What follows belongs to an exercise in optimizing a design on an open flow for small area and a short achievable clock period; a production flow would make more cautious choices. Function was checked by simulation only, so behaviour that the tests miss may differ from the original.

`flow/config.mk`:
```
export PLATFORM = sky130hd
export DESIGN_NAME = md_unit
export DESIGN_NICKNAME = md_unit
export VERILOG_FILES = /design/flow/design.v
export SDC_FILE = /design/flow/constraint.sdc
export NUM_CORES = 4
export LEC_CHECK = 0
export ABC_AREA = 1
export CAP_MARGIN = 20
export CORE_MARGIN = 2
export CORE_UTILIZATION = 40
export SLEW_MARGIN = 20
```
`flow/constraint.sdc`:
```
create_clock -name core_clock -period 125.0 [get_ports {clk}]
set_input_delay 25.0000 -clock core_clock [delete_from_list [all_inputs] [get_ports {clk}]]
set_output_delay 25.0000 -clock core_clock [all_outputs]
set_load 0.01 [all_outputs]
```
`flow/design.v`:
```
package mdu_pkg;
  localparam int CNT_W = 4;
  localparam int MULT_CYCLES_DEF = 5;
  localparam int DIV_CYCLES_DEF = 10;
  localparam logic [3:0] MD_NOP   = 4'd0;
  localparam logic [3:0] MD_MULT  = 4'd1;
  localparam logic [3:0] MD_MULTU = 4'd2;
  localparam logic [3:0] MD_DIV   = 4'd3;
  localparam logic [3:0] MD_DIVU  = 4'd4;
  localparam logic [3:0] MD_MTHI  = 4'd5;
  localparam logic [3:0] MD_MTLO  = 4'd6;
  localparam logic [3:0] MD_MADD  = 4'd7;
  localparam logic [3:0] MD_MADDU = 4'd8;
  localparam logic [3:0] MD_MSUB  = 4'd9;
  localparam logic [3:0] MD_MSUBU = 4'd10;
endpackage
  function automatic logic is_madd_op(input logic [3:0] op);
    is_madd_op = 1'b0;
  endfunction
  function automatic logic is_mul_op(input logic [3:0] op);
    is_mul_op = op == mdu_pkg::MD_MULT || op == mdu_pkg::MD_MULTU || is_madd_op(op);
  endfunction
  function automatic logic is_div_op(input logic [3:0] op);
    is_div_op = op == mdu_pkg::MD_DIV || op == mdu_pkg::MD_DIVU;
  endfunction
  function automatic logic is_signed_op(input logic [3:0] op);
    is_signed_op = op == mdu_pkg::MD_MULT || op == mdu_pkg::MD_DIV ||
                   op == mdu_pkg::MD_MADD || op == mdu_pkg::MD_MSUB;
  endfunction
module md_rip #(
  parameter int N = 8
) (
  input  logic [N-1:0] x,
  input  logic [N-1:0] y,
  input  logic         ci,
  output logic [N-1:0] s,
  output logic         co
);
  logic [N:0] c;
  assign c[0] = ci;
  genvar j;
  generate
    for (j = 0; j < N; j++) begin : g_bit
      assign s[j]   = x[j] ^ y[j] ^ c[j];
      assign c[j+1] = (x[j] & y[j]) | (x[j] & c[j]) | (y[j] & c[j]);
    end
  endgenerate
  assign co = c[N];
endmodule
module md_add #(
  parameter int N = 35,
  parameter int L = 5
) (
  input  logic [N-1:0] x,
  input  logic [N-1:0] y,
  input  logic         ci,
  output logic [N-1:0] s
);
  localparam int K = (N + L - 1) / L;
  logic [K:0] c;
  assign c[0] = ci;
  genvar k, j;
  generate
    for (k = 0; k < K; k++) begin : g_seg
      localparam int LO = k * L;
      localparam int HI = ((k + 1) * L > N) ? N : (k + 1) * L;
      localparam int W = HI - LO;
      if (k == 0) begin : g_first
        md_rip #(.N(W)) u_rip (.x(x[HI-1:LO]), .y(y[HI-1:LO]), .ci(c[0]), .s(s[HI-1:LO]), .co(c[1]));
      end else begin : g_inc
        logic [W-1:0] s0;
        logic         c0;
        logic [W:0]   t;
        md_rip #(.N(W)) u_rip (.x(x[HI-1:LO]), .y(y[HI-1:LO]), .ci(1'b0), .s(s0), .co(c0));
        assign t[0] = 1'b1;
        for (j = 0; j < W; j++) begin : g_bit
          assign t[j+1]   = t[j] & s0[j];
          assign s[LO+j]  = s0[j] ^ (c[k] & t[j]);
        end
        assign c[k+1] = c0 | (c[k] & t[W]);
      end
    end
  endgenerate
endmodule
module md_row (
  input  logic [34:0] x,
  input  logic [32:0] b33,
  input  logic        nz,
  input  logic        m,
  input  logic        neg,
  output logic [34:0] s
);
  logic [34:0] sel;
  logic        s0, s1;
  assign s0  = nz & !m;
  assign s1  = nz & m;
  assign sel = ({{2{b33[32]}}, b33} & {35{s0}}) | ({b33[32], b33, 1'b0} & {35{s1}});
  md_add #(.N(35)) u_add (.x(x), .y(sel ^ {35{neg}}), .ci(neg), .s(s));
endmodule
module md_stage #(
  parameter bit FIRST = 0
) (
  input  logic        mulm,
  input  logic        last,
  input  logic        bneg,
  input  logic        nbit,
  input  logic [2:0]  dig,
  input  logic [32:0] b33,
  input  logic [34:0] pin,
  output logic [34:0] s,
  output logic        q
);
  logic [34:0] x;
  logic        nz, m, neg;
  assign x   = mulm ? {{2{pin[34]}}, pin[34:2]} : {pin[33:0], nbit};
  assign nz  = mulm ? !(dig == 3'b000 || dig == 3'b111) : 1'b1;
  assign m   = mulm ? (dig == 3'b011 || dig == 3'b100) : FIRST & last;
  assign neg = mulm ? dig[2] : !pin[34] ^ bneg;
  md_row u_row (.x(x), .b33(b33), .nz(nz), .m(m), .neg(neg), .s(s));
  assign q = !s[34] ^ bneg;
endmodule
module md_unit #(
  parameter int MULT_CYCLES = mdu_pkg::MULT_CYCLES_DEF,
  parameter int DIV_CYCLES  = mdu_pkg::DIV_CYCLES_DEF
) (
  input  logic        clk,
  input  logic        reset_n,
  input  logic        start,
  input  logic [3:0]  op,
  input  logic [31:0] a,
  input  logic [31:0] b,
  output logic        busy,
  output logic [31:0] hi,
  output logic [31:0] lo
);
  function automatic logic is_madd_op(input logic [3:0] op);
    is_madd_op = 1'b0;
  endfunction
  function automatic logic is_mul_op(input logic [3:0] op);
    is_mul_op = op == mdu_pkg::MD_MULT || op == mdu_pkg::MD_MULTU || is_madd_op(op);
  endfunction
  function automatic logic is_div_op(input logic [3:0] op);
    is_div_op = op == mdu_pkg::MD_DIV || op == mdu_pkg::MD_DIVU;
  endfunction
  function automatic logic is_signed_op(input logic [3:0] op);
    is_signed_op = op == mdu_pkg::MD_MULT || op == mdu_pkg::MD_DIV ||
                   op == mdu_pkg::MD_MADD || op == mdu_pkg::MD_MSUB;
  endfunction
  logic [mdu_pkg::CNT_W-1:0] cnt;
  logic        run;       
  logic        idle;
  logic        mulm;      
  logic        sgn;       
  logic        aneg;      
  logic [31:0] dreg;      
  logic [34:0] whi;       
  logic [31:0] wlo;       
  logic [3:0]  ext;       
  logic        mprev;     
  logic        last;
  logic        bneg;
  logic        qneg;
  logic [32:0] b33;
  logic [34:0] s1, s2, s3, s4;
  logic [4:1]  q;
  logic [2:0]  dig1;
  logic        ctl_last;
  logic        rneg_fin;
  logic        c;
  logic [31:0] rpos;
  logic [31:0] rfin;
  logic        inc;
  logic [31:0] lres;
  logic [31:0] hres;
  logic        dz;
  logic        commit;
  logic        go;
  assign run  = !idle;
  assign last = cnt == mdu_pkg::CNT_W'(1);
  assign bneg = sgn & dreg[31];
  assign qneg = aneg ^ bneg;
  assign b33  = {bneg, dreg};
  assign ctl_last = last;
  assign dig1 = (mulm & last) ? {aneg, aneg, mprev} : {wlo[1], wlo[0], mprev};
  md_stage #(.FIRST(1)) u_st1 (.mulm(mulm), .last(ctl_last), .bneg(bneg),
    .nbit(ext[3]), .dig(dig1), .b33(b33), .pin(whi), .s(s1), .q(q[1]));
  md_stage #(.FIRST(0)) u_st2 (.mulm(mulm), .last(ctl_last), .bneg(bneg),
    .nbit(ext[2]), .dig(wlo[3:1]), .b33(b33), .pin(s1), .s(s2), .q(q[2]));
  md_stage #(.FIRST(0)) u_st3 (.mulm(mulm), .last(ctl_last), .bneg(bneg),
    .nbit(ext[1]), .dig(wlo[5:3]), .b33(b33), .pin(s2), .s(s3), .q(q[3]));
  md_stage #(.FIRST(0)) u_st4 (.mulm(mulm), .last(ctl_last), .bneg(bneg),
    .nbit(ext[0]), .dig(wlo[7:5]), .b33(b33), .pin(s3), .s(s4), .q(q[4]));
  assign rneg_fin = whi[34];
  assign c    = rneg_fin ? s1[34:1] == 34'd0 : whi == 35'd0;
  assign rpos = (rneg_fin ^ aneg) ? s1[32:1] : whi[31:0];
  assign rfin = rpos & {32{!(aneg & c)}};
  assign inc  = !mulm & (qneg ^ (aneg & c));
  assign lres = wlo + {31'd0, inc};
  assign hres = mulm ? s1[31:0] : rfin;
  assign dz   = dreg == 32'd0;
  assign commit = run & last & (mulm | !dz);
  assign go = start & !run;
  always_ff @(posedge clk or negedge reset_n) begin
    if (!reset_n) begin
      cnt  <= '0;
      busy <= 1'b0;
      idle <= 1'b1;
      hi   <= '0;
      lo   <= '0;
    end else begin
      if (run) begin
        cnt <= cnt - mdu_pkg::CNT_W'(1);
        if (last) begin
          busy <= 1'b0;
          idle <= 1'b1;
        end
      end else if (start && (is_mul_op(op) || is_div_op(op))) begin
        cnt  <= (op[1] ^ op[0]) ? mdu_pkg::CNT_W'(MULT_CYCLES) : mdu_pkg::CNT_W'(DIV_CYCLES);
        busy <= 1'b1;
        idle <= 1'b0;
      end
      if (go && op == mdu_pkg::MD_MTHI) begin
        hi <= a;
      end else if (commit) begin
        hi <= hres;
      end
      if (go && op == mdu_pkg::MD_MTLO) begin
        lo <= a;
      end else if (commit) begin
        lo <= lres;
      end
    end
  end
  always_ff @(posedge clk) begin
    if (!run) begin
      mulm  <= op[1] ^ op[0];
      sgn   <= op[0];
      aneg  <= op[0] & a[31];
      dreg  <= b;
      whi   <= {35{op[1] & op[0] & a[31]}};
      wlo   <= a;
      mprev <= 1'b0;
    end else begin
      whi   <= s4;
      wlo   <= mulm ? {s4[1:0], s3[1:0], s2[1:0], s1[1:0], wlo[31:8]}
                    : {wlo[27:0], q[1], q[2], q[3], q[4]};
      mprev <= wlo[7];
    end
    ext <= run ? wlo[31:28] : {4{op[1] & op[0] & a[31]}};
  end
endmodule
```
`flow/flow/run.sh`:
```
#!/bin/bash
# Standard layout, with plain buffers (instead of the resizer's default pick) on the ports.
set -euo pipefail
bash standard.sh BUFFER_PORTS_ARGS="-buffer_cell sky130_fd_sc_hd__buf_1" SETUP_SLACK_MARGIN=98.85 finish > make_finish.log 2>&1
```
`flow/standard.sh`:
```
#!/bin/bash
# synth_recipe.tcl (not shown) runs the flow's synth.tcl, then flattens the netlist and writes it again
# the make line also repeats each setting of config.mk as NAME=value (left out here)
make -C /OpenROAD-flow-scripts/flow DESIGN_CONFIG=/design/flow/config.mk WORK_HOME=/design/flow/orfs CLKGATE_MAP_FILE= SYNTH_SCRIPT=/design/flow/synth_recipe.tcl "${@:-finish}"
```
==> flow_summary.toml, run 1 <==
[placed_design]
gpl.final_weighted_congestion = 0.921
detailedPlacementHpwl_mm = 44.5
numPortBuffers = 135
placed_area_um2 = 18400

[timing]
tightest_slew_margin_relative_to_the_limit_pct = 30.5
fmax_mhz = 38.3
finalCritPeriodShare_pct = 20.9
skew_ps = 17.0
finalWorstPathRequiredPeriod_ps = 26110
finalMaxSlewViolations = 0
setup_viol = 0
max_slew.worst_pin.slew_ps = 1040
fin_hold_ws_ps = 492
finalHoldViolCount = 0
setup-tns-final_ps = 0
setup_repair_after_global_routing_missed_its_margin = "false"

[drt]
via_count = 16656
wl_mm = 59.2
drt_antenna_net_count = 0
route.detailed.wl_per_inst_um = 20.1
drc_errors = 0
met3_wirelength_mm = 4.44
drt_iter0_drc = 1673
routed.top_layer = "met4"
wl_met2_mm = 26.7
wirelength_met1_mm = 26.1
number_of_detailed_route_iterations_in_the_first_pass = 6
detail_route.vias_per_cell = 5.67

[setup_path]
endpoint_kind = "output port"
crit_type = "flip-flop to output port"
crit_slowest_cell = "sky130_fd_sc_hd__dfrtp_2"
crit_buf_inv = 1
worstPathMaxFanout = 2
cp.arrival_ps = 1110
timing.critical_path.from_type = "flip-flop"
critPathMaxStageDelay_ps = 460
critical_path.cell_chain = "buf_1"
critical-path-top-delay-family = "flip-flops"
required_ps = 100000

[floorplan]
starting_density_of_the_core_pct = 40.7
die_h_um = 214
placementRows = 76
die-area_um2 = 45600
core_area_um2 = 43200
io-pin-count = 136
dieWidth_um = 214

[synth]
synth.lib_cells_used.distinct = 55
most_instantiated_flip_flop_cell_in_the_synthesis_netlist = "sky130_fd_sc_hd__dfxtp_1"
yosysWarningCount = 1
post_synth_most_frequent_cells = "sky130_fd_sc_hd__nand2_1, sky130_fd_sc_hd__inv_1, sky130_fd_sc_hd__o21ai_0"
post-synth-top-area-cell = "sky130_fd_sc_hd__fa_1"
synthMostInstantiatedCell = "sky130_fd_sc_hd__nand2_1"
avgSynthCellArea_um2 = 7.74
synth_async_sr_flop_share_pct = 39.5
mappedNetlistNets = 2504
netlist.area_leader.share_pct = 12.3
number_of_register_bits_inferred_by_synthesis = 177
number_of_enable_type_register_cells_in_the_synthesized_netlist = 35
synth_instances = 2269
synth_sequential_area_ratio_pct = 24.2
yosys-top-cells-area = "sky130_fd_sc_hd__fa_1, sky130_fd_sc_hd__dfrtp_1, sky130_fd_sc_hd__nand2_1"
post_synthesis_cell_area_um2 = 17600

[final_layout]
number_of_nets_in_the_layout = 2577
layout.core_utilization_pct = 44.5
insertedDiodeCount = 0
n_fill_cell = 4408
fin_area_um2 = 19200
layout-area-overhead-vs-synth_pct = 9.42
post_route_cells_drive_above_1_share_pct = 9.47

[global_routing]
antenna_found_initial = 0
grt_overflow_total = 0
grt_max_degree = 78
grt_pass1_vias = 16200
first_pass_grt_wire_length_mm = 91.9
grt_use_total_pct = 26.5

[clocking]
ctsLongestPathBuffers = 2
post_cts_hold_buffer_count = 0
cts_buffers = 17
cts_sinks = 177
cts_tree = "yes"
source_to_sink_clock_delay_at_the_later_pin_of_the_worst_skew_pair_ps = 510
htreeDepth = 4
clock_tree.root_cell = "sky130_fd_sc_hd__clkbuf_16"
worst_setup_hold_path_clk_slew_ps = 80

[run_status]
run_status = "no timing/DRC/antenna violations"

[worst_hold_path]
min-delay-path-class = "flip-flop to flip-flop"

[flow_run]
max_cap_violations = 0
==> timing repair <==
action | in CTS | in global routing
endpoints found under the hold margin | 0 | 0
pin swaps | 3 | 1
buffers inserted | 7 | 2
cloned | 2 | 1
endpoints found under the setup margin | 67 | 59
resized for setup | 10 | 5
==> sequential cells by signal, summed over array words and instances, names as in the netlist <==
register	count
wlo	32
aneg	1
lo	32
mprev	1
ext	4
cnt	4
busy	1
hi	32
mulm	1
idle	1
whi	35
sgn	1
dreg	32
==> final cells by class <==
cell class,count,area [um2],area share (%)
flip-flops and latches,177,4250,22.1
inverters,285,1090,5.69
well taps,585,732,3.81
repair buffers,173,871,4.53
clock buffers,18,439,2.28
multi-input cells,1688,11700,60.7
clock inverters,14,171,0.892
==> logic make-up (layout without fill, tap and decap cells) <==
| logic type | Yosys count | after routing | synth area share [%] |
|---|---|---|---|
| and+or+nand+nor | 808 | 810 | 22.0 |
| AOI/OAI and AO/OA | 533 | 533 | 18.2 |
| buffers and inverters | 406 | 490 | 9.80 |
| xor gates and xnor gates | 181 | 181 | 9.45 |
| DFF | 177 | 177 | 24.2 |
| adders and majority gates | 164 | 164 | 16.3 |
==> worst paths after layout <==
path                          from  endpoint  slack [ps]  cells after the start
min                          hi[6]     hi[6]         490                      2
min in group asynchronous  reset_n    lo[19]       24710                      2
max reg2reg                   mulm    wlo[0]      101960                    129
min reg2reg                  hi[6]     hi[6]         490                      2
max in group asynchronous  reset_n     hi[1]       99660                      2
max                          hi[1]     hi[1]       98890                      1
==> routing by layer <==
metal | vias up | track usage, %
li1 | 7782 | -
met1 | 8054 | 35.4
met2 | 719 | 42.7
met3 | 101 | 4.66
met4 | 0 | 10.4
met5 | - | 0
==> cell usage in the layout, fill, tap and decap left out, types with 18 or more instances in the layout <==
master                      instances
sky130_fd_sc_hd__edfxtp_1          35
sky130_fd_sc_hd__clkinv_1          31
sky130_fd_sc_hd__o22ai_1          146
sky130_fd_sc_hd__inv_1            241
sky130_fd_sc_hd__clkbuf_16         18
sky130_fd_sc_hd__fa_1             108
sky130_fd_sc_hd__ha_1              55
sky130_fd_sc_hd__xnor2_1           71
sky130_fd_sc_hd__nand3_2           18
sky130_fd_sc_hd__nand3_1           88
sky130_fd_sc_hd__nand4_1           30
sky130_fd_sc_hd__buf_1            131
sky130_fd_sc_hd__o21ai_0          192
sky130_fd_sc_hd__nor2_1            86
sky130_fd_sc_hd__buf_4             33
sky130_fd_sc_hd__nand2_1          450
sky130_fd_sc_hd__nand2_4           19
sky130_fd_sc_hd__nand2_2           42
sky130_fd_sc_hd__o221ai_1          23
sky130_fd_sc_hd__dfrtp_1           66
sky130_fd_sc_hd__dfxtp_1           72
sky130_fd_sc_hd__xor2_1           100
sky130_fd_sc_hd__a21oi_1           89
sky130_fd_sc_hd__o211ai_1          32
==> per-stage QoR <==
stage	instances	worst slack, ps
finish	2940	98890
global route	2940	98860
CTS	2937	98850
floorplan	2269	98740
global placement	2896	97550
detailed placement	2896	97830
==> run 2: changes to the inputs <==
==> flow/flow/run.sh (replaced) <==
#!/bin/bash
# Standard layout, with plain buffers (instead of the resizer's default pick) on the ports.
set -euo pipefail
bash standard.sh BUFFER_PORTS_ARGS="-buffer_cell sky130_fd_sc_hd__buf_1" finish > make_finish.log 2>&1
--- a/flow/config.mk
+++ b/flow/config.mk
@@ -11,2 +11,3 @@
 export CORE_UTILIZATION = 40
+export CTS_BUF_LIST = sky130_fd_sc_hd__clkbuf_8
 export SLEW_MARGIN = 20
==> flow_summary.toml, run 2 <==
[clocking]
cts_post_setup_buffers_inserted = 0
post_cts_hold_buffer_count = 0
cts_resized = 0
ctsLongestPathBuffers = 2
clock_tree.root_cell = "sky130_fd_sc_hd__clkbuf_8"
cts_tree = "yes"
cts_buffers = 17
source_to_sink_clock_delay_at_the_later_pin_of_the_worst_skew_pair_ps = 600
worst_setup_hold_path_clk_slew_ps = 110
htreeDepth = 4
cts_sinks = 177

[final_layout]
post_route_cells_drive_above_1_share_pct = 8.41
most_common_library_cell_in_the_layout_ignoring_fill_and_taps = "sky130_fd_sc_hd__nand2_1"
top_register = "whi"
number_of_nets_in_the_layout = 2564
multiInputGateArea_um2 = 11600
largest_reg_flops = 35
n_fill_cell = 4496
post_layout_nonfiller_instances = 2928
layout-area-overhead-vs-synth_pct = 7.02
most-common-layout-cells = "sky130_fd_sc_hd__nand2_1, sky130_fd_sc_hd__inv_1, sky130_fd_sc_hd__o21ai_0"
seqCellArea_um2 = 4250

[drt]
detail_route.vias_per_cell = 5.64
route.detailed.wl_per_inst_um = 20.0
via_count = 16515
drt_antenna_net_count = 0
wl_mm = 58.5
drc_errors = 0
drt_iter0_drc = 1616
number_of_detailed_route_iterations_in_the_first_pass = 6

[placed_design]
detailedPlacementHpwl_mm = 43.9
dp_cells = 2895
numPortBuffers = 135
gpl.final_weighted_congestion = 0.932

[synth]
post_synthesis_cell_area_um2 = 17600
post-synth-top-area-cell = "sky130_fd_sc_hd__fa_1"
most_instantiated_flip_flop_cell_in_the_synthesis_netlist = "sky130_fd_sc_hd__dfxtp_1"
avgSynthCellArea_um2 = 7.74
synth_sequential_area_ratio_pct = 24.2
mappedNetlistNets = 2504
yosysWarningCount = 1
synthMostInstantiatedCell = "sky130_fd_sc_hd__nand2_1"
synth.lib_cells_used.distinct = 55
number_of_enable_type_register_cells_in_the_synthesized_netlist = 35
synth_async_sr_flop_share_pct = 39.5
yosys-top-cells-area = "sky130_fd_sc_hd__fa_1, sky130_fd_sc_hd__dfrtp_1, sky130_fd_sc_hd__nand2_1"
synth_instances = 2269
post_synth_most_frequent_cells = "sky130_fd_sc_hd__nand2_1, sky130_fd_sc_hd__inv_1, sky130_fd_sc_hd__o21ai_0"
number_of_register_bits_inferred_by_synthesis = 177
netlist.area_leader.share_pct = 12.3

[floorplan]
core_area_um2 = 43200
starting_density_of_the_core_pct = 40.7
die-area_um2 = 45600
io-pin-count = 136
placementRows = 76
dieWidth_um = 214
die_h_um = 214

[global_routing]
first_pass_grt_wire_length_mm = 90.9
antenna_found_initial = 1
grt_pass1_vias = 15864
grt_overflow_total = 0
grt.met2_usage_pct = 41.2
grt.met1_usage_pct = 35.1
grt_use_total_pct = 26.2
grt.busiest_layer = "met2"
grt_max_degree = 166
gr-usage-met3_pct = 4.63

[setup_path]
endpoint_kind = "flip-flop"
crit_buf_inv = 5
critical_path.reg2reg.startpoint = "mulm"
critical_path_depth = 10
critical_path_source = "op[0]"
timing.critical_path.from_type = "input pin"
reg2reg_setup_slack_ps = 102030
critPathMaxStageDelay_ps = 580
critical-path-top-delay-family = "buffers and inverters"
critical_path.cell_chain = "buf_1, inv_1, ha_1, nand4_1, buf_4, inv_1, nor2_2, buf_4, nand2_1, o311ai_0"
timing.rr.end = "wlo[0]"
worstPathMaxFanout = 29
setup.worst_path.end = "lo[22]"
cells_on_worst_reg2reg_path = 128
cp.arrival_ps = 27180
required_ps = 125480
crit_type = "input pin to flip-flop"
crit_slowest_cell = "sky130_fd_sc_hd__nor2_2"

[timing]
finalHoldViolCount = 0
tightest_slew_margin_relative_to_the_limit_pct = 36.8
setup_repair_after_global_routing_missed_its_margin = "false"
setup_viol = 0
fmax_mhz = 37.5
finalCritPeriodShare_pct = 21.4
finalMaxSlewViolations = 0
max_slew.worst_pin.slew_ps = 945
finalWorstPathRequiredPeriod_ps = 26700
setup-tns-final_ps = 0
skew_ps = 22.6

[run_status]
run_status = "no timing/DRC/antenna violations"

[flow_run]
max_cap_violations = 0

[worst_hold_path]
min-delay-path-class = "flip-flop to flip-flop"
run 2: cell counts after synthesis:
Identical to the previous run, type by type.
run 2: worst min-delay path by stage:
stage	from	to	slack [ps]	cells after the start
floorplan	wlo[31]	ext[3]	460	2
global placement	lo[2]	lo[2]	480	2
detailed placement	lo[15]	lo[15]	480	2
CTS	lo[15]	lo[15]	510	2
global route	wlo[31]	ext[3]	540	2
finish	busy	busy	500	1
run 2: logic make-up (layout without fill, tap and decap cells):
logic type      count (synthesis)  after routing  synth area share, %
xor+xnor                      181            181                 9.45
other cells                     0              1                    0
simple gates                  808            808                 22.0
buf+inv                       406            479                 9.80
compound gates                533            533                 18.2
flops                         177            177                 24.2
fa+ha+maj                     164            164                 16.3
run 2: metal layers:
| layer | wire [um] | vias up |
|---|---|---|
| li1 | - | 7738 |
| met1 | 25900 | 7995 |
| met2 | 25800 | 657 |
| met3 | 4140 | 125 |
| met4 | 2700 | 0 |
| met5 | 0 | - |
run 2: layout make-up:
| class | instances | share of cell area (%) |
|---|---|---|
| tap | 585 | 3.89 |
| sequential | 177 | 22.6 |
| clock inverter | 13 | 0.725 |
| clock buffer | 19 | 1.39 |
| antenna | 1 | 0.0133 |
| timing repair buffer | 162 | 3.87 |
| inverter | 285 | 5.70 |
| multi-input combinational | 1686 | 61.8 |
run 2: through the flow:
step / worst slack [ps] / utilization, % / hold WS, ps / cell area (um2)
2_1_floorplan: 98530 / - / 457 / 17600
3_3_place_gp: 97530 / 42.6 / 478 / 18400
3_5_place_dp: 97610 / 42.6 / 476 / 18400
4_1_cts: 98300 / 43.5 / 509 / 18800
5_1_grt: 98080 / 43.6 / 536 / 18800
6_report: 98300 / 43.6 / 501 / 18800
==> run 3: changes to the inputs <==
--- a/flow/config.mk
+++ b/flow/config.mk
@@ -11,3 +11,2 @@
 export CORE_UTILIZATION = 40
-export CTS_BUF_LIST = sky130_fd_sc_hd__clkbuf_8
 export SLEW_MARGIN = 20
==> flow_summary.toml, run 3 <==
[flow_run]
max_cap_violations = 0

[clocking]
worst_setup_hold_path_clk_slew_ps = 70
clock_tree.root_cell = "sky130_fd_sc_hd__clkbuf_16"
cts_post_setup_buffers_inserted = 0
source_to_sink_clock_delay_at_the_later_pin_of_the_worst_skew_pair_ps = 490
cts_sinks = 177
htreeDepth = 4
cts_tree = "yes"
ctsLongestPathBuffers = 2
cts_resized = 0
cts_buffers = 17
post_cts_hold_buffer_count = 0

[drt]
drc_errors = 0
wl_mm = 58.3
number_of_detailed_route_iterations_in_the_first_pass = 5
via_count = 16473
routed.top_layer = "met4"
met3_wirelength_mm = 4.36
route.detailed.wl_per_inst_um = 19.9
wirelength_met1_mm = 25.6
drt_iter0_drc = 1572
detail_route.vias_per_cell = 5.63
drt_antenna_net_count = 0
wl_met2_mm = 25.5

[placed_design]
detailedPlacementHpwl_mm = 43.9
numPortBuffers = 135
gpl.final_weighted_congestion = 0.932
dp_cells = 2895

[timing]
max_slew.worst_pin.slew_ps = 945
fmax_mhz = 37.3
setup_viol = 0
finalCritPeriodShare_pct = 21.4
finalHoldViolCount = 0
finalMaxSlewViolations = 0
finalWorstPathRequiredPeriod_ps = 26800
skew_ps = 14.9
setup_repair_after_global_routing_missed_its_margin = "false"
tightest_slew_margin_relative_to_the_limit_pct = 36.9
setup-tns-final_ps = 0

[setup_path]
cells_on_worst_reg2reg_path = 128
critical_path.reg2reg.startpoint = "mulm"
crit_type = "input pin to flip-flop"
critical_path.cell_chain = "buf_1, inv_1, ha_1, nand4_1, buf_4, inv_1, nor2_2, buf_4, nand2_1, o311ai_0"
timing.rr.end = "wlo[0]"
reg2reg_setup_slack_ps = 102010
endpoint_kind = "flip-flop"
timing.critical_path.from_type = "input pin"
required_ps = 125370
critPathMaxStageDelay_ps = 580
worstPathMaxFanout = 29
crit_slowest_cell = "sky130_fd_sc_hd__nor2_2"
cp.arrival_ps = 27170

[floorplan]
io-pin-count = 136
starting_density_of_the_core_pct = 40.7
core_area_um2 = 43200
die-area_um2 = 45600
dieWidth_um = 214
placementRows = 76
die_h_um = 214

[synth]
yosys-top-cells-area = "sky130_fd_sc_hd__fa_1, sky130_fd_sc_hd__dfrtp_1, sky130_fd_sc_hd__nand2_1"
mappedNetlistNets = 2504
synth_instances = 2269
post-synth-top-area-cell = "sky130_fd_sc_hd__fa_1"
netlist.area_leader.share_pct = 12.3
synth_sequential_area_ratio_pct = 24.2
most_instantiated_flip_flop_cell_in_the_synthesis_netlist = "sky130_fd_sc_hd__dfxtp_1"
number_of_enable_type_register_cells_in_the_synthesized_netlist = 35
synth_async_sr_flop_share_pct = 39.5
post_synth_most_frequent_cells = "sky130_fd_sc_hd__nand2_1, sky130_fd_sc_hd__inv_1, sky130_fd_sc_hd__o21ai_0"
number_of_register_bits_inferred_by_synthesis = 177
avgSynthCellArea_um2 = 7.74
synthMostInstantiatedCell = "sky130_fd_sc_hd__nand2_1"
yosysWarningCount = 1
synth.lib_cells_used.distinct = 55
post_synthesis_cell_area_um2 = 17600

[run_status]
run_status = "no timing/DRC/antenna violations"

[final_layout]
post_route_cells_drive_above_1_share_pct = 8.41
post_layout_nonfiller_instances = 2927
most_common_library_cell_in_the_layout_ignoring_fill_and_taps = "sky130_fd_sc_hd__nand2_1"
insertedDiodeCount = 0
largest_reg_flops = 35
top_register = "whi"
n_fill_cell = 4469
layout-area-overhead-vs-synth_pct = 8.10
most-common-layout-cells = "sky130_fd_sc_hd__nand2_1, sky130_fd_sc_hd__inv_1, sky130_fd_sc_hd__o21ai_0"
layout.core_utilization_pct = 44.0
number_of_nets_in_the_layout = 2564

[global_routing]
grt_use_total_pct = 26.2
grt_max_degree = 166
grt_overflow_total = 0
grt_pass1_vias = 15845
antenna_found_initial = 0
first_pass_grt_wire_length_mm = 90.8

[worst_hold_path]
min-delay-path-class = "flip-flop to flip-flop"
holdCritStartpoint = "busy"
hold_depth = 1
hold-path-endpoint = "busy"
==> run 3: cell types whose count changed in the layout (fill, tap and decap cells not counted), sizes merged <==
| cell | delta |
|---|---|
| clkbuf | +1 |
| diode | -1 |
| inv | -1 |
==> run 3: layout make-up <==
cell class                 instances  area (um2)  area share (%)
clock buffer                      20         457            2.40
clock inverter                    12         133           0.698
inverter                         285        1070            5.65
multi-input combinational       1686       11600            61.2
sequential                       177        4250            22.4
tap                              585         732            3.85
timing repair buffer             162         727            3.83
==> run 3: cells by family after synthesis <==
kind of cell             share of synthesized area, %
buffers and inverters                            9.80
adder cells (fa/ha/maj)                          16.3
AND/OR/NAND/NOR                                  22.0
XOR/XNOR                                         9.45
flip-flops                                       24.2
AO/OA/AOI/OAI                                    18.2
==> run 3: critical path: cells and delay by family <==
| family | cells | cell delay [ps] |
|---|---|---|
| buf+inv | 5 | 1110 |
| fa+ha+maj | 1 | 210 |
| simple gates | 3 | 740 |
| compound gates | 1 | 110 |
==> run 3: per-layer routing <==
metal,track usage [%],up-vias
met5,0,-
met4,13.2,0
met3,4.42,128
met2,40.9,698
met1,35.1,7898
li1,-,7749
==> run 3: stage by stage <==
step	cell area (um2)	setup WS [ps]	hold WS, ps
2_1_floorplan	17600	98530	457
3_3_place_gp	18400	97530	478
3_5_place_dp	18400	97610	476
4_1_cts	19000	98170	500
5_1_grt	19000	97970	529
6_report	19000	98200	493
==> run 3: how the worst max path moves through the flow <==
stage / from / end / slack, ps / depth (start not counted)
global placement: op[1] / hi[6] / 97530 / 8
detailed placement: op[0] / lo[22] / 97610 / 10
floorplan: op[1] / hi[0] / 98530 / 7
CTS: op[0] / lo[22] / 98170 / 10
global route: op[0] / lo[22] / 97970 / 10
finish: op[0] / lo[22] / 98200 / 10
==> run 4: changes to the inputs <==
--- a/flow/design.v
+++ b/flow/design.v
@@ -114,3 +114,3 @@
   logic        nz, m, neg;
-  assign x   = mulm ? {{2{pin[34]}}, pin[34:2]} : {pin[33:0], nbit};
+  assign x   = FIRST ? pin : ({{2{pin[34]}}, pin[34:2]} & {35{mulm}}) | ({pin[33:0], nbit} & {35{!mulm}});
   assign nz  = mulm ? !(dig == 3'b000 || dig == 3'b111) : 1'b1;
@@ -152,11 +152,10 @@
   logic        mulm;      
-  logic        sgn;       
+  logic        bneg;      
   logic        aneg;      
   logic [31:0] dreg;      
-  logic [34:0] whi;       
+  logic [35:0] whi;       
   logic [31:0] wlo;       
-  logic [3:0]  ext;       
+  logic [2:0]  ext;       
   logic        mprev;     
   logic        last;
-  logic        bneg;
   logic        qneg;
@@ -177,5 +176,5 @@
   logic        go;
+  logic        sel_mthi, sel_mtlo;
   assign run  = !idle;
   assign last = cnt == mdu_pkg::CNT_W'(1);
-  assign bneg = sgn & dreg[31];
   assign qneg = aneg ^ bneg;
@@ -185,3 +184,3 @@
   md_stage #(.FIRST(1)) u_st1 (.mulm(mulm), .last(ctl_last), .bneg(bneg),
-    .nbit(ext[3]), .dig(dig1), .b33(b33), .pin(whi), .s(s1), .q(q[1]));
+    .nbit(1'b0), .dig(dig1), .b33(b33), .pin({whi[35], whi[35:2]}), .s(s1), .q(q[1]));
   md_stage #(.FIRST(0)) u_st2 (.mulm(mulm), .last(ctl_last), .bneg(bneg),
@@ -192,5 +191,5 @@
     .nbit(ext[0]), .dig(wlo[7:5]), .b33(b33), .pin(s3), .s(s4), .q(q[4]));
-  assign rneg_fin = whi[34];
-  assign c    = rneg_fin ? s1[34:1] == 34'd0 : whi == 35'd0;
-  assign rpos = (rneg_fin ^ aneg) ? s1[32:1] : whi[31:0];
+  assign rneg_fin = whi[35];
+  assign c    = rneg_fin ? s1[34:1] == 34'd0 : whi[35:3] == 33'd0;
+  assign rpos = (rneg_fin ^ aneg) ? s1[32:1] : whi[34:3];
   assign rfin = rpos & {32{!(aneg & c)}};
@@ -202,2 +201,4 @@
   assign go = start & !run;
+  assign sel_mthi = go && op == mdu_pkg::MD_MTHI;
+  assign sel_mtlo = go && op == mdu_pkg::MD_MTLO;
   always_ff @(posedge clk or negedge reset_n) begin
@@ -221,12 +222,4 @@
       end
-      if (go && op == mdu_pkg::MD_MTHI) begin
-        hi <= a;
-      end else if (commit) begin
-        hi <= hres;
-      end
-      if (go && op == mdu_pkg::MD_MTLO) begin
-        lo <= a;
-      end else if (commit) begin
-        lo <= lres;
-      end
+      hi <= (a & {32{sel_mthi}}) | (hres & {32{commit}}) | (hi & {32{!sel_mthi && !commit}});
+      lo <= (a & {32{sel_mtlo}}) | (lres & {32{commit}}) | (lo & {32{!sel_mtlo && !commit}});
     end
@@ -236,6 +229,6 @@
       mulm  <= op[1] ^ op[0];
-      sgn   <= op[0];
+      bneg  <= op[0] & b[31];
       aneg  <= op[0] & a[31];
       dreg  <= b;
-      whi   <= {35{op[1] & op[0] & a[31]}};
+      whi   <= {36{op[1] & op[0] & a[31]}};
       wlo   <= a;
@@ -243,3 +236,3 @@
     end else begin
-      whi   <= s4;
+      whi   <= mulm ? {s4[34], s4} : {s4[32:0], wlo[31], 2'b00};
       wlo   <= mulm ? {s4[1:0], s3[1:0], s2[1:0], s1[1:0], wlo[31:8]}
@@ -248,3 +241,3 @@
     end
-    ext <= run ? wlo[31:28] : {4{op[1] & op[0] & a[31]}};
+    ext <= run ? wlo[30:28] : {3{op[1] & op[0] & a[31]}};
   end
==> flow/flow/run.sh (replaced) <==
#!/bin/bash
# Standard layout, with plain buffers on the ports; timing repair also works on paths with less
# than 98.8 ns of slack (the input port paths), which set the achieved period.
set -euo pipefail
bash standard.sh BUFFER_PORTS_ARGS="-buffer_cell sky130_fd_sc_hd__buf_1" SETUP_SLACK_MARGIN=98.8 finish > make_finish.log 2>&1
--- a/flow/config.mk
+++ b/flow/config.mk
@@ -10,3 +10,4 @@
 export CORE_MARGIN = 2
-export CORE_UTILIZATION = 40
+export CORE_UTILIZATION = 65
+export PLACE_DENSITY = 0.75
 export SLEW_MARGIN = 20
==> flow_summary.toml, run 4 <==
[synth]
number_of_enable_type_register_cells_in_the_synthesized_netlist = 35
yosys-top-cells-area = "sky130_fd_sc_hd__fa_1, sky130_fd_sc_hd__dfrtp_1, sky130_fd_sc_hd__nand2_1"
mappedNetlistNets = 2515
yosysWarningCount = 1
avgSynthCellArea_um2 = 7.53
synth.lib_cells_used.distinct = 54
synthMostInstantiatedCell = "sky130_fd_sc_hd__nand2_1"
synth_async_sr_flop_share_pct = 40.0
post_synth_most_frequent_cells = "sky130_fd_sc_hd__nand2_1, sky130_fd_sc_hd__o21ai_0, sky130_fd_sc_hd__inv_1"
post-synth-top-area-cell = "sky130_fd_sc_hd__fa_1"
synth_instances = 2280
synth_sequential_area_ratio_pct = 24.5
most_instantiated_flip_flop_cell_in_the_synthesis_netlist = "sky130_fd_sc_hd__dfxtp_1"
number_of_register_bits_inferred_by_synthesis = 175
netlist.area_leader.share_pct = 12.6
post_synthesis_cell_area_um2 = 17200

[final_layout]
most-common-layout-cells = "sky130_fd_sc_hd__nand2_1, sky130_fd_sc_hd__o21ai_0, sky130_fd_sc_hd__inv_1"
post_route_cells_drive_above_1_share_pct = 7.44
post_layout_nonfiller_instances = 2688
top_register = "whi"
insertedDiodeCount = 0
layout-area-overhead-vs-synth_pct = 8.07
layout.core_utilization_pct = 71.4
largest_reg_flops = 34
fin_area_um2 = 18600
most_common_library_cell_in_the_layout_ignoring_fill_and_taps = "sky130_fd_sc_hd__nand2_1"
n_fill_cell = 2212
multiInputGateArea_um2 = 11400
number_of_nets_in_the_layout = 2575
seqCellArea_um2 = 4210

[global_routing]
first_pass_grt_wire_length_mm = 86.7
grt_use_total_pct = 39.5
antenna_found_initial = 0
grt_overflow_total = 0
grt_max_degree = 114
grt_pass1_vias = 16230

[timing]
setup-tns-final_ps = 0
setup_viol = 0
max_slew.worst_pin.slew_ps = 1080
finalWorstPathRequiredPeriod_ps = 26090
finalCritPeriodShare_pct = 20.9
fmax_mhz = 38.3
finalHoldViolCount = 0
skew_ps = 21.0
finalMaxSlewViolations = 0
tightest_slew_margin_relative_to_the_limit_pct = 27.8
setup_repair_after_global_routing_missed_its_margin = "false"

[drt]
detail_route.vias_per_cell = 6.37
route.detailed.wl_per_inst_um = 20.5
number_of_detailed_route_iterations_in_the_first_pass = 9
drc_errors = 0
via_count = 17122
drt_antenna_net_count = 0
drt_iter0_drc = 2067
wl_mm = 55.1

[clocking]
htreeDepth = 4
post_cts_hold_buffer_count = 0
ctsLongestPathBuffers = 2
cts_tree = "yes"
cts_sinks = 175
clock_tree.root_cell = "sky130_fd_sc_hd__clkbuf_16"
worst_setup_hold_path_clk_slew_ps = 90
cts_buffers = 17
source_to_sink_clock_delay_at_the_later_pin_of_the_worst_skew_pair_ps = 460

[floorplan]
io-pin-count = 136
die_h_um = 167
core_area_um2 = 26000
dieWidth_um = 167
starting_density_of_the_core_pct = 66.1
die-area_um2 = 27700
placementRows = 59

[placed_design]
numPortBuffers = 135
detailedPlacementHpwl_mm = 40.1
dp_cells = 2645
placed_area_um2 = 17800
gpl.final_weighted_congestion = 0.959

[flow_run]
max_cap_violations = 0

[setup_path]
cells_on_worst_reg2reg_path = 125
cp.arrival_ps = 26450
crit_type = "input pin to flip-flop"
worstPathMaxFanout = 16
required_ps = 125350
endpoint_kind = "flip-flop"
timing.critical_path.from_type = "input pin"

[run_status]
run_status = "no timing/DRC/antenna violations"

[worst_hold_path]
hold_depth = 2
min-delay-path-class = "flip-flop to flip-flop"
[run 4: cell types whose count changed in the layout (fill, tap and decap cells not counted), moves of 10 or more]
cell / previous run / this run
sky130_fd_sc_hd__a221o_1: 16 / 0
sky130_fd_sc_hd__o22ai_1: 146 / 128
sky130_fd_sc_hd__nand4_1: 30 / 17
sky130_fd_sc_hd__xnor2_1: 71 / 88
sky130_fd_sc_hd__a21oi_1: 89 / 76
sky130_fd_sc_hd__nand2_4: 19 / 8
sky130_fd_sc_hd__o211ai_1: 32 / 50
sky130_fd_sc_hd__nand2_1: 451 / 396
sky130_fd_sc_hd__o21ai_0: 192 / 261
sky130_fd_sc_hd__nor2_1: 86 / 126
sky130_fd_sc_hd__xor2_2: 10 / 0
sky130_fd_sc_hd__o31ai_1: 12 / 0
sky130_fd_sc_hd__nand3_1: 88 / 123
[run 4: layout make-up]
type / count / area share (%)
multi-input cells: 1699 / 61.7
flip-flops and latches: 175 / 22.7
inverters: 283 / 5.79
repair buffers: 162 / 4.05
clock buffers: 17 / 2.29
well taps: 335 / 2.26
clock inverters: 15 / 1.15
repair inverters: 2 / 0.0674
[run 4: logic make-up (layout without fill, tap and decap cells)]
| family | Yosys count | in the layout | synth area share [%] |
|---|---|---|---|
| simple gates | 796 | 797 | 21.6 |
| buf+inv | 407 | 479 | 9.09 |
| mux | 1 | 1 | 0.0656 |
| xor+xnor | 183 | 183 | 9.33 |
| fa+ha+maj | 164 | 164 | 16.7 |
| flops | 175 | 175 | 24.5 |
| compound gates | 554 | 554 | 18.8 |
[run 4: worst max-delay path, cell delays in order]
cell	delay (ps)
sky130_fd_sc_hd__buf_1	190
sky130_fd_sc_hd__inv_1	90
sky130_fd_sc_hd__ha_1	200
sky130_fd_sc_hd__inv_1	110
sky130_fd_sc_hd__nor3_4	70
sky130_fd_sc_hd__buf_12	150
sky130_fd_sc_hd__clkinvlp_4	50
sky130_fd_sc_hd__buf_4	240
sky130_fd_sc_hd__o21ai_0	110
sky130_fd_sc_hd__a31o_2	210
[run 4: routing by layer]
layer | vias to the layer above | part of all wire [%] | GRT usage (%)
met4 | 0 | 3.9 | 16.4
met5 | - | 0 | 0
met1 | 8124 | 40 | 55.0
met2 | 1067 | 44 | 60.5
met3 | 144 | 12 | 7.96
li1 | 7787 | - | -
[run 4: final timing paths]
kind,end,slack [ps],start
worst max-delay path,lo[23],98910,op[0]
worst min-delay path,lo[18],490,lo[18]
worst max register to register,whi[34],101530,mulm
worst min register to register,lo[18],490,lo[18]
max in group asynchronous,hi[28],99650,reset_n
min in group asynchronous,hi[16],24650,reset_n
[run 4: what timing repair did]
item                       4_1_cts  5_1_grt
buffers inserted                 7        1
cloned                           2        1
setup endpoints to repair       63       32
gates resized for setup          7        1
pin swaps                        2        2
[run 4: through the flow]
stage / hold WS, ps / setup slack, ps
floorplan: 462 / 98800
global placement: 474 / 97750
detailed placement: 474 / 97510
CTS: 495 / 98850
global route: 524 / 98820
finish: 495 / 98910
==> run 5: changes to the inputs <==
--- a/flow/config.mk
+++ b/flow/config.mk
@@ -10,4 +10,3 @@
 export CORE_MARGIN = 2
-export CORE_UTILIZATION = 65
-export PLACE_DENSITY = 0.75
+export CORE_UTILIZATION = 40
 export SLEW_MARGIN = 20
==> flow_summary.toml, run 5 <==
[timing]
tightest_slew_margin_relative_to_the_limit_pct = 31.0
finalMaxSlewViolations = 0
finalHoldViolCount = 0
finalCritPeriodShare_pct = 20.9
setup-tns-final_ps = 0
max_slew.worst_pin.slew_ps = 1030
fmax_mhz = 38.2
skew_ps = 15.3
setup_viol = 0
finalWorstPathRequiredPeriod_ps = 26150
final_critical_path_setup_slack_ps = 98850
setup_repair_after_global_routing_missed_its_margin = "false"

[worst_hold_path]
min-delay-path-class = "flip-flop to flip-flop"
hold_depth = 2

[synth]
synth_sequential_area_ratio_pct = 24.5
post_synth_most_frequent_cells = "sky130_fd_sc_hd__nand2_1, sky130_fd_sc_hd__o21ai_0, sky130_fd_sc_hd__inv_1"
number_of_register_bits_inferred_by_synthesis = 175
most_instantiated_flip_flop_cell_in_the_synthesis_netlist = "sky130_fd_sc_hd__dfxtp_1"
synthMostInstantiatedCell = "sky130_fd_sc_hd__nand2_1"
post_synthesis_cell_area_um2 = 17200
avgSynthCellArea_um2 = 7.53
synth.lib_cells_used.distinct = 54
post-synth-top-area-cell = "sky130_fd_sc_hd__fa_1"
yosysWarningCount = 1
synth_instances = 2280
netlist.area_leader.share_pct = 12.6
mappedNetlistNets = 2515
yosys-top-cells-area = "sky130_fd_sc_hd__fa_1, sky130_fd_sc_hd__dfrtp_1, sky130_fd_sc_hd__nand2_1"
number_of_enable_type_register_cells_in_the_synthesized_netlist = 35
synth_async_sr_flop_share_pct = 40.0

[setup_path]
endpoint_kind = "output port"
critical_path.cell_chain = "buf_1"
crit_type = "flip-flop to output port"
required_ps = 100000
critPathMaxStageDelay_ps = 430
crit_slowest_cell = "sky130_fd_sc_hd__dfrtp_1"
worstPathMaxFanout = 2
cells_on_worst_reg2reg_path = 120
cp.arrival_ps = 1150
critical-path-top-delay-family = "flip-flops"
timing.critical_path.from_type = "flip-flop"
crit_buf_inv = 1
reg2reg_setup_slack_ps = 101370
critical_path_depth = 1

[final_layout]
insertedDiodeCount = 0
number_of_nets_in_the_layout = 2582
most_common_library_cell_in_the_layout_ignoring_fill_and_taps = "sky130_fd_sc_hd__nand2_1"
top_register = "whi"
n_fill_cell = 4374
largest_reg_flops = 34
multiInputGateArea_um2 = 11400
layout-area-overhead-vs-synth_pct = 9.27
post_route_cells_drive_above_1_share_pct = 7.58
most-common-layout-cells = "sky130_fd_sc_hd__nand2_1, sky130_fd_sc_hd__o21ai_0, sky130_fd_sc_hd__inv_1"
seqCellArea_um2 = 4210

[placed_design]
dpl_ws_ps = 97980
gpl.final_weighted_congestion = 0.920
numPortBuffers = 135
detailedPlacementHpwl_mm = 42.5

[drt]
drc_errors = 0
number_of_detailed_route_iterations_in_the_first_pass = 5
via_count = 16418
wl_mm = 56.8
detail_route.vias_per_cell = 5.66
drt_iter0_drc = 1563
route.detailed.wl_per_inst_um = 19.6
drt_antenna_net_count = 0

[floorplan]
die-area_um2 = 44600
die_h_um = 211
io-pin-count = 136
placementRows = 75
dieWidth_um = 211
core_area_um2 = 42100
starting_density_of_the_core_pct = 40.8

[clocking]
cts_sinks = 175
htreeDepth = 4
worst_setup_hold_path_clk_slew_ps = 80
ctsLongestPathBuffers = 2
cts_buffers = 17
post_cts_hold_buffer_count = 0
cts_tree = "yes"
clock_tree.root_cell = "sky130_fd_sc_hd__clkbuf_16"
source_to_sink_clock_delay_at_the_later_pin_of_the_worst_skew_pair_ps = 490

[global_routing]
grt_overflow_total = 0
first_pass_grt_wire_length_mm = 89.2
grt_max_degree = 92
antenna_found_initial = 0
grt_use_total_pct = 26.1
grt_pass1_vias = 15775

[flow_run]
max_cap_violations = 0

[run_status]
run_status = "no timing/DRC/antenna violations"
-- run 5: what timing repair did --
item / in CTS / in global routing
resized for setup: 8 / 0
setup buffers: 6 / 4
endpoints found under the setup margin: 61 / 29
pin swaps: 1 / 2
gates cloned: 2 / 0
-- run 5: worst register-to-register path: cells and delay by family (launching register included) --
| kind | cells | cell delay [ps] |
|---|---|---|
| AO/OA/AOI/OAI | 11 | 2270 |
| XOR/XNOR | 2 | 340 |
| adder cells (fa/ha/maj) | 18 | 7920 |
| buffers and inverters | 13 | 3600 |
| flip-flops | 1 | 420 |
| AND/OR/NAND/NOR | 76 | 9000 |
-- run 5: cells by family (layout without fill, tap and decap cells) --
family          after synthesis  after routing  synth area share [%]
compound gates              554            554                  18.8
xor+xnor                    183            183                  9.33
fa+ha+maj                   164            164                  16.7
buf+inv                     407            487                  9.09
flops                       175            175                  24.5
mux                           1              1                0.0656
simple gates                796            796                  21.6
-- run 5: stage by stage --
stage / util, % / area (um2) / std cells / hold WS, ps
finish: 44.5 / 18800 / 2899 / 492
global placement: 42.9 / 18100 / 2855 / 471
global route: 44.5 / 18800 / 2899 / 521
CTS: 44.5 / 18700 / 2895 / 501
detailed placement: 42.9 / 18100 / 2855 / 485
floorplan: - / 17200 / 2280 / 462
-- run 5: area by class of cell --
type / instances / share of cell area, %
clock buffer: 23 / 2.67
timing repair inverter: 2 / 0.0800
clock inverter: 9 / 0.367
timing repair buffer: 170 / 4.19
inverter: 283 / 5.73
sequential: 175 / 22.4
multi-input combinational: 1698 / 60.9
tap: 539 / 3.59
-- run 5: path summary, 6_finish.rpt --
check / startpoint / endpoint
max reg2reg: mulm / wlo[0]
max: hi[23] / hi[23]
min in group asynchronous: reset_n / hi[12]
min reg2reg: lo[0] / lo[0]
min: lo[0] / lo[0]
max in group asynchronous: reset_n / cnt[1]
-- run 5: metal layers --
metal | up-vias | track usage, % | share of wire, %
met5 | - | 0 | 0
li1 | 7784 | - | -
met2 | 642 | 41.8 | 45
met4 | 0 | 9.25 | 3.2
met3 | 98 | 4.16 | 6.8
met1 | 7894 | 35.8 | 45
==> run 6: changes to the inputs <==
--- a/flow/design.v
+++ b/flow/design.v
@@ -97,3 +97,3 @@
   assign sel = ({{2{b33[32]}}, b33} & {35{s0}}) | ({b33[32], b33, 1'b0} & {35{s1}});
-  md_add #(.N(35)) u_add (.x(x), .y(sel ^ {35{neg}}), .ci(neg), .s(s));
+  md_add #(.N(35), .L(6)) u_add (.x(x), .y(sel ^ {35{neg}}), .ci(neg), .s(s));
 endmodule
==> flow_summary.toml, run 6 <==
[run_status]
run_status = "no timing/DRC/antenna violations"

[final_layout]
number_of_nets_in_the_layout = 2567
fin_area_um2 = 18800
n_fill_cell = 4315
insertedDiodeCount = 0
top_register = "whi"
most_common_library_cell_in_the_layout_ignoring_fill_and_taps = "sky130_fd_sc_hd__nand2_1"
largest_reg_flops = 34
post_route_cells_drive_above_1_share_pct = 7.41
most-common-layout-cells = "sky130_fd_sc_hd__nand2_1, sky130_fd_sc_hd__o21ai_0, sky130_fd_sc_hd__inv_1"
layout.core_utilization_pct = 44.4
layout-area-overhead-vs-synth_pct = 9.04

[synth]
avgSynthCellArea_um2 = 7.56
synthMostInstantiatedCell = "sky130_fd_sc_hd__nand2_1"
synth.lib_cells_used.distinct = 51
yosysWarningCount = 1
post_synthesis_cell_area_um2 = 17200
netlist.area_leader.share_pct = 13.0
synth_sequential_area_ratio_pct = 24.5
yosys-top-cells-area = "sky130_fd_sc_hd__fa_1, sky130_fd_sc_hd__dfrtp_1, sky130_fd_sc_hd__nand2_1"
mappedNetlistNets = 2505
synth_instances = 2274
number_of_enable_type_register_cells_in_the_synthesized_netlist = 35
post-synth-top-area-cell = "sky130_fd_sc_hd__fa_1"
synth_async_sr_flop_share_pct = 40.0
most_instantiated_flip_flop_cell_in_the_synthesis_netlist = "sky130_fd_sc_hd__dfxtp_1"
post_synth_most_frequent_cells = "sky130_fd_sc_hd__nand2_1, sky130_fd_sc_hd__o21ai_0, sky130_fd_sc_hd__inv_1"
number_of_register_bits_inferred_by_synthesis = 175

[global_routing]
antenna_found_initial = 1
grt_overflow_total = 0
first_pass_grt_wire_length_mm = 90.9
grt_use_total_pct = 26.5
grt_max_degree = 155
grt_pass1_vias = 15808

[clocking]
cts_sinks = 175
worst_setup_hold_path_clk_slew_ps = 70
cts_tree = "yes"
ctsLongestPathBuffers = 2
cts_buffers = 17
clock_tree.root_cell = "sky130_fd_sc_hd__clkbuf_16"
htreeDepth = 4
source_to_sink_clock_delay_at_the_later_pin_of_the_worst_skew_pair_ps = 490

[drt]
drc_errors = 0
via_count = 16302
number_of_detailed_route_iterations_in_the_first_pass = 6
detail_route.vias_per_cell = 5.64
drt_iter0_drc = 1789
drt_antenna_net_count = 0
route.detailed.wl_per_inst_um = 19.9
wl_mm = 57.6

[placed_design]
numPortBuffers = 135
gpl.final_weighted_congestion = 0.936
placed_area_um2 = 18100
detailedPlacementHpwl_mm = 42.7

[timing]
setup_repair_after_global_routing_missed_its_margin = "false"
setup-tns-final_ps = 0
finalMaxSlewViolations = 0
setup_viol = 0
finalCritPeriodShare_pct = 20.9
finalHoldViolCount = 0
tightest_slew_margin_relative_to_the_limit_pct = 27.5
fmax_mhz = 38.3
finalWorstPathRequiredPeriod_ps = 26100
skew_ps = 10.3
max_slew.worst_pin.slew_ps = 1090

[setup_path]
cp.arrival_ps = 1100
crit_slowest_cell = "sky130_fd_sc_hd__dfrtp_1"
critical-path-top-delay-family = "flip-flops"
required_ps = 100000
worstPathMaxFanout = 2
critical_path.cell_chain = "buf_1"
timing.critical_path.from_type = "flip-flop"
endpoint_kind = "output port"
critPathMaxStageDelay_ps = 430
crit_type = "flip-flop to output port"
crit_buf_inv = 1

[floorplan]
die-area_um2 = 44700
io-pin-count = 136
placementRows = 75
die_h_um = 211
core_area_um2 = 42200
dieWidth_um = 211
starting_density_of_the_core_pct = 40.7

[flow_run]
max_cap_violations = 0

[worst_hold_path]
min-delay-path-class = "flip-flop to flip-flop"
[run 6: cell types whose count changed after synthesis, moves of 8 or more]
cell	previous run	this run
sky130_fd_sc_hd__nand2_1	397	386
sky130_fd_sc_hd__xor2_1	95	127
sky130_fd_sc_hd__xnor2_1	88	57
sky130_fd_sc_hd__nand3_1	123	104
sky130_fd_sc_hd__ha_1	56	48
sky130_fd_sc_hd__nor2_1	128	140
sky130_fd_sc_hd__inv_1	244	254
[run 6: layer usage]
metal / share of wire [%] / up-vias / wire (um) / GRT usage (%)
li1: - / 7726 / - / -
met1: 44 / 7806 / 25400 / 36.6
met2: 45 / 660 / 26100 / 41.8
met3: 7.2 / 108 / 4150 / 4.38
met4: 3.4 / 2 / 1980 / 10.1
met5: 0.019 / - / 11 / 0
[run 6: worst register-to-register path, delay by kind of cell, from the launching register on]
family / cells / cell delay [ps]
AO/OA/AOI/OAI: 8 / 1400
flip-flops: 1 / 600
XOR/XNOR: 4 / 710
AND/OR/NAND/NOR: 86 / 9580
buffers and inverters: 16 / 2220
adder cells (fa/ha/maj): 22 / 9620
[run 6: cells by family (layout without fill, tap and decap cells)]
logic type / count (synthesis) / in the layout / synth area share, %
adder cells (fa/ha/maj): 160 / 160 / 16.5
multiplexers: 1 / 1 / 0.0655
flip-flops: 175 / 175 / 24.5
AO/OA/AOI/OAI: 554 / 554 / 18.6
XOR/XNOR: 184 / 184 / 9.37
buffers and inverters: 414 / 489 / 9.26
AND/OR/NAND/NOR: 786 / 786 / 21.7
[run 6: worst paths after layout]
kind                       slack (ps)     end  startpoint  cells after the start
max in group asynchronous       99690  hi[27]     reset_n                      2
min reg2reg                       490  lo[18]      lo[18]                      2
min in group asynchronous       24740  lo[26]     reset_n                      2
min                               490  lo[18]      lo[18]                      2
max reg2reg                    100790  wlo[0]        mulm                    136
max                             98900   hi[5]       hi[5]                      1
[run 6: per-stage QoR]
stage / hold WS (ps) / setup slack (ps) / cells
2_1_floorplan: 465 / 98810 / 2274
3_3_place_gp: 475 / 98060 / 2848
3_5_place_dp: 478 / 97990 / 2848
4_1_cts: 496 / 98870 / 2888
5_1_grt: 524 / 98810 / 2888
6_report: 495 / 98900 / 2888
[run 6: cell type report]
cell class / count / area [um2] / area share [%]
clock buffer: 20 / 447 / 2.38
timing repair inverter: 2 / 15.0 / 0.0801
sequential: 175 / 4210 / 22.4
inverter: 290 / 1100 / 5.87
tap: 539 / 674 / 3.60
multi-input combinational: 1685 / 11400 / 60.9
timing repair buffer: 165 / 746 / 3.98
clock inverter: 12 / 131 / 0.701
[run 6: repair_timing]
item	4_1_cts	5_1_grt
hold buffers	0	0
setup buffers	6	0
pin swaps	0	2
cloned	2	0
setup endpoints to repair	61	23
gates resized for setup	8	0
==> run 7: changes to the inputs <==
==> flow/flow/run.sh (replaced) <==
#!/bin/bash
# Standard layout, with plain buffers on the ports; timing repair also works on paths with less
# than 98.8 ns of slack (the input port paths), which set the achieved period.
set -euo pipefail
bash standard.sh BUFFER_PORTS_ARGS="-buffer_cell sky130_fd_sc_hd__buf_1" SETUP_SLACK_MARGIN=98.8 CTS_ARGS="-sink_clustering_enable -repair_clock_nets -dont_use_dummy_load" finish > make_finish.log 2>&1
==> flow_summary.toml, run 7 <==
[synth]
yosys-top-cells-area = "sky130_fd_sc_hd__fa_1, sky130_fd_sc_hd__dfrtp_1, sky130_fd_sc_hd__nand2_1"
synth_instances = 2274
avgSynthCellArea_um2 = 7.56
netlist.area_leader.share_pct = 13.0
synth_async_sr_flop_share_pct = 40.0
synth_sequential_area_ratio_pct = 24.5
post-synth-top-area-cell = "sky130_fd_sc_hd__fa_1"
number_of_enable_type_register_cells_in_the_synthesized_netlist = 35
most_instantiated_flip_flop_cell_in_the_synthesis_netlist = "sky130_fd_sc_hd__dfxtp_1"
yosysWarningCount = 1
post_synthesis_cell_area_um2 = 17200
number_of_register_bits_inferred_by_synthesis = 175
synthMostInstantiatedCell = "sky130_fd_sc_hd__nand2_1"
mappedNetlistNets = 2505
synth.lib_cells_used.distinct = 51
post_synth_most_frequent_cells = "sky130_fd_sc_hd__nand2_1, sky130_fd_sc_hd__o21ai_0, sky130_fd_sc_hd__inv_1"

[timing]
skew_ps = 16.7
finalHoldViolCount = 0
setup-tns-final_ps = 0
setup_repair_after_global_routing_missed_its_margin = "true"
fmax_mhz = 38.3
max_slew.worst_pin.slew_ps = 1100
tightest_slew_margin_relative_to_the_limit_pct = 26.7
finalMaxSlewViolations = 0
finalCritPeriodShare_pct = 20.9
setup_viol = 0
finalWorstPathRequiredPeriod_ps = 26100

[final_layout]
layout-area-overhead-vs-synth_pct = 8.16
layout.core_utilization_pct = 44.0
post_route_cells_drive_above_1_share_pct = 6.94
most-common-layout-cells = "sky130_fd_sc_hd__nand2_1, sky130_fd_sc_hd__o21ai_0, sky130_fd_sc_hd__inv_1"
top_register = "whi"
post_layout_nonfiller_instances = 2873
largest_reg_flops = 34
insertedDiodeCount = 0
number_of_nets_in_the_layout = 2567
most_common_library_cell_in_the_layout_ignoring_fill_and_taps = "sky130_fd_sc_hd__nand2_1"
fin_area_um2 = 18600

[setup_path]
critPathMaxStageDelay_ps = 420
worstPathMaxFanout = 2
critical_path.cell_chain = "buf_1"
cp.arrival_ps = 1100
critical-path-top-delay-family = "flip-flops"
crit_slowest_cell = "sky130_fd_sc_hd__dfrtp_1"
crit_type = "flip-flop to output port"
required_ps = 100000
crit_buf_inv = 1
timing.critical_path.from_type = "flip-flop"
endpoint_kind = "output port"
reg2reg_setup_slack_ps = 100800

[floorplan]
die_h_um = 211
io-pin-count = 136
die-area_um2 = 44700
dieWidth_um = 211
core_area_um2 = 42200
starting_density_of_the_core_pct = 40.7
placementRows = 75

[global_routing]
grt_pass1_vias = 15749
grt_overflow_total = 0
grt_max_degree = 155
first_pass_grt_wire_length_mm = 90.6
grt_use_total_pct = 26.5
antenna_found_initial = 0

[clocking]
htreeDepth = 4
source_to_sink_clock_delay_at_the_later_pin_of_the_worst_skew_pair_ps = 490
cts_tree = "yes"
clock_tree.root_cell = "sky130_fd_sc_hd__clkbuf_16"
cts_sinks = 175
cts_buffers = 17
ctsLongestPathBuffers = 2
worst_setup_hold_path_clk_slew_ps = 70
post_cts_hold_buffer_count = 0

[worst_hold_path]
min-delay-path-class = "flip-flop to flip-flop"

[placed_design]
numPortBuffers = 135
dp_cells = 2848
detailedPlacementHpwl_mm = 42.7
gpl.final_weighted_congestion = 0.936
placed_area_um2 = 18100

[drt]
via_count = 16341
number_of_detailed_route_iterations_in_the_first_pass = 5
detail_route.vias_per_cell = 5.69
wl_mm = 57.7
route.detailed.wl_per_inst_um = 20.1
drt_iter0_drc = 1674
drc_errors = 0
drt_antenna_net_count = 0

[run_status]
run_status = "no timing/DRC/antenna violations"

[flow_run]
max_cap_violations = 0
run 7: cell counts after synthesis:
No cell type changed its count.
run 7: area by class of cell:
cell class,instances,area [um2]
clock buffers,17,425
fillers,4326,23600
inverters,290,1100
multi-input cells,1685,11400
flip-flops and latches,175,4210
well taps,539,674
repair buffers,165,746
repair inverters,2,15.0
run 7: path summary, 6_finish.rpt:
kind                               from      to  cells after the start
worst max-delay path              hi[0]   hi[0]                      1
worst min-delay path             lo[18]  lo[18]                      2
worst max register to register     mulm  wlo[0]                    136
worst min register to register   lo[18]  lo[18]                      2
max in group asynchronous       reset_n  cnt[1]                      2
min in group asynchronous       reset_n  lo[24]                      2
run 7: cells by family after synthesis:
group                    synth area share (%)
multiplexers                           0.0655
AND/OR/NAND/NOR                          21.7
adder cells (fa/ha/maj)                  16.5
AO/OA/AOI/OAI                            18.6
XOR/XNOR                                 9.37
flip-flops                               24.5
buffers and inverters                    9.26
run 7: stage by stage:
step / worst slack (ps) / hold WS, ps
4_1_cts: 98880 / 496
5_1_grt: 98790 / 522
6_report: 98900 / 496
2_1_floorplan: 98810 / 465
3_5_place_dp: 97990 / 478
3_3_place_gp: 98060 / 475
run 7: what timing repair did:
action                     CTS  global route
buffers inserted             6             0
pin swaps                    0             2
setup endpoints to repair   61            25
cloned                       2             0
gates resized for setup      8             0
run 7: metal layers:
metal  track usage, %  vias to the layer above  share of wire [%]
met2             41.9                      722                 46
met5                0                        -                  0
li1                 -                     7714                  -
met3             4.26                      102                7.3
met4             9.47                        0                3.2
met1             36.6                     7803                 44

## separate check: timing with driven ports
Ports are ideal in the flow. The routed layouts listed here were re-timed in OpenROAD. Step 1 sets driving cells, clkbuf_16 on the clock port and buf_2 on the other inputs (assumed; they add their load-dependent delay and slew). Step 2, shift: input delay + t, output delay - t, t = (earliest + latest rising clock arrival at the registers) / 2. This alone moves slack from input paths to output paths. Slacks: ideal / step 1 / step 2; pairs: ideal / step 1.
| run | shift t [ns] | setup WS [ns] | clock arrival spread, ns |
|---|---|---|---|
| run 1 | 0.556 | 98.889 / 98.833 / 98.400 | 0.016 / 0.017 |
| run 2 | 0.636 | 98.303 / 98.330 / 97.694 | 0.022 / 0.022 |
| run 3 | 0.536 | 98.196 / 98.223 / 97.687 | 0.015 / 0.015 |
| run 4 | 0.497 | 98.906 / 98.884 / 98.438 | 0.021 / 0.021 |
| run 5 | 0.539 | 98.852 / 98.800 / 98.428 | 0.015 / 0.016 |
| run 6 | 0.540 | 98.903 / 98.845 / 98.428 | 0.011 / 0.011 |
| run 7 | 0.540 | 98.896 / 98.838 / 98.425 | 0.016 / 0.017 |
After both steps setup and hold are still met in every run listed. The setup slack of run 2, which loses most, moves by +0.027 ns with the drivers and by -0.609 ns with both steps.
